Context: an optimization exercise on an open-source flow, tuned for small area and a short achievable clock period. The choices shown serve that exercise and are no tape-out recipe.
In this exercise RTL edits were held to simulation tests only and were not proved equivalent to the original.

Design imem_boot, start of the top module:
module imem_boot #(
  parameter int ADDR_W = imem_pkg::IMEM_ADDR_W,
  parameter int DATA_W = imem_pkg::IMEM_DATA_W,
  parameter int DEPTH  = imem_pkg::IMEM_DEPTH
) (
  input  logic              clk,
  input  logic              rst_n,
  input  logic              ld_valid,
  input  logic [DATA_W-1:0] ld_data,
  input  logic              ld_last,
  output logic              ld_ready,
  input  logic              reload,
  output logic              boot_done,
  output logic [ADDR_W:0]   ld_count,
  input  logic              fetch_en,
  input  logic [ADDR_W-1:0] fetch_addr,
  output logic [DATA_W-1:0] fetch_data,
  output logic              fetch_valid,
  output logic              parity_err
);
  localparam int LO_W = ADDR_W / 2;
  localparam int HI_W = ADDR_W - LO_W;
  logic              r_run;        
  logic              r_ld_ready;   
  logic [ADDR_W:0]   r_cnt;
  logic              r_vld;
  logic [4*DATA_W-1:0] r_rdata_q;    
  logic              w_accept;
  logic [DEPTH-1:0]  w_we;
  logic [DEPTH-1:0]  w_hold;
  logic [(1<<LO_W)-1:0] w_pa;
  logic [(1<<HI_W)-1:0] w_pb;
  logic [4*DATA_W-1:0] w_rdata_q;
  assign w_accept = !r_run && ld_valid;
  for (genvar w = 0; w < DEPTH; w++) begin : g_we
    assign w_we[w]   = w_accept && (r_cnt[ADDR_W-1:0] == ADDR_W'(w));
    assign w_hold[w] = !(r_ld_ready && ld_valid && (r_cnt[ADDR_W-1:0] == ADDR_W'(w)));
  end
  ...
For scale: ~13000 cells after synthesis, about 4200 flip-flops, ~140000 sq um of cells after synthesis.
clock: 4.5 ns
lec_check: 0
cap_margin: 20
core_margin: 2
core_utilization: 50
cts_cluster_diameter: 100
cts_cluster_size: 25
setup_slack_margin: 1.8
slew_margin: 20
synth_hierarchical: 1
run.sh (not shown) runs the stock make flow with config.mk's settings and CLKGATE_MAP_FILE= SYNTH_SCRIPT=/design/flow/synth_recipe.tcl, a recipe that flattens the netlist after the stock synthesis.
The starting point finished with timing, DRC and antenna clean.
Next try:
==> flow/flow/run.sh (new file) <==
#!/bin/bash
# The standard layout, with the port buffers placed as sky130_fd_sc_hd__buf_4 instead of the
# buffer cell that buffer_ports picks by default (a slow delay buffer).
set -euo pipefail
bash standard.sh "BUFFER_PORTS_ARGS=-buffer_cell sky130_fd_sc_hd__buf_4" finish > standard.log 2>&1
==> flow/standard.sh (new file) <==
#!/bin/bash
# synth_recipe.tcl (not shown) runs the flow's synth.tcl, then flattens the netlist and writes it again
# the make line also repeats each setting of config.mk as NAME=value (left out here)
make -C /OpenROAD-flow-scripts/flow DESIGN_CONFIG=/design/flow/config.mk WORK_HOME=/design/flow/orfs CLKGATE_MAP_FILE= SYNTH_SCRIPT=/design/flow/synth_recipe.tcl "${@:-finish}"
- SETUP_SLACK_MARGIN: 1.8 -> 1.9
removed: flow/run.sh
After rerunning: The new run completed with no timing, DRC or antenna violations. Wire length increases by 0.89%. Via count hardly moves. Die area does not change. Worst setup slack gets worse by 29 ps. First-iteration DRC count goes up by 1.2%. Non-clock buffer count goes down by 43. Synthesized cell count stays the same.

MS:
imem_boot again, from the RTL that the note above started with.
Settings: LEC_CHECK=0, CAP_MARGIN=20, CORE_MARGIN=2, CORE_UTILIZATION=62, CTS_CLUSTER_DIAMETER=100, CTS_CLUSTER_SIZE=25, SETUP_SLACK_MARGIN=1.8, SLEW_MARGIN=20, SYNTH_HIERARCHICAL=1; clock period 4.5 ns.
Stock flow here: none of the scripts above is used.
MS finished end to end and its layout was clean on timing, DRC and antenna.
Input changes introduced in AL (baseline for comparison: MS):
Settings: changing CORE_UTILIZATION from 62 to 60.
==> flow/flow/run.sh (new file) <==
#!/bin/bash
# The standard layout, with the port buffers placed as sky130_fd_sc_hd__buf_4 instead of the
# buffer cell that buffer_ports picks by default (a slow delay buffer).
set -euo pipefail
bash standard.sh "BUFFER_PORTS_ARGS=-buffer_cell sky130_fd_sc_hd__buf_4" finish > standard.log 2>&1
==> flow/standard.sh (new file) <==
#!/bin/bash
# synth_recipe.tcl (not shown) runs the flow's synth.tcl, then flattens the netlist and writes it again
# the make line also repeats each setting of config.mk as NAME=value (left out here)
make -C /OpenROAD-flow-scripts/flow DESIGN_CONFIG=/design/flow/config.mk WORK_HOME=/design/flow/orfs CLKGATE_MAP_FILE= SYNTH_SCRIPT=/design/flow/synth_recipe.tcl "${@:-finish}"
removed: flow/run.sh
--- outcome ---
Changes observed in AL relative to MS: core utilization lower, total track usage lower, die width higher, cell count roughly the same, die area higher. NOTE: share of the final layout cell area in multi-input gates in AL exceeds that of MS. The worst setup path endpoint comes out r_rdata_q[30] in one run and u_ram.g_word[104].g_bit[14].u_bit.r_q in the other, namely in MS and AL respectively. MS has a higher fraction of met1 tracks used by global routing than AL. Relative to MS, post-layout minimum cycle time has gone down in AL. From AL to MS, final-layout setup total negative slack did not move at all. Final routed wirelength across all metal layers delta (MS -> AL): insignificant.

[static timing again, ports no longer ideal]
No port has a modelled driver above. Below, the same layouts with a new extraction and two added sets of constraints. Step 1 (the two cells are an assumption about what drives the block):
set clk [get_ports {clk}]
set_driving_cell -lib_cell sky130_fd_sc_hd__clkbuf_16 $clk
set_driving_cell -lib_cell sky130_fd_sc_hd__buf_2 [delete_from_list [all_inputs] $clk]
Step 2 also shifts input and output timing later by t, the mid clock arrival at the registers, as if the neighbouring blocks saw the same clock. Three values: ideal, step 1, step 2; two values: the first two.
run | t, ns | slack for setup (ns) | worst setup path at the end | cell pins on the clock port's net
the first run of note 1 | 1.030 | 1.640 / 1.640 / 0.687 | input to register | 1
the second run of note 1 | 1.045 | 1.611 / 1.672 / 0.640 | input to register | 1
MS | 0.997 | 1.614 / 1.665 / 0.694 | input to register | 1
AL | 1.010 | 1.626 / 1.626 / 0.729 | input to register | 1
After both steps setup and hold are still met in every run listed. The setup slack of the second run of note 1, which loses most, moves by +0.061 ns with the drivers and by -0.971 ns with both steps.
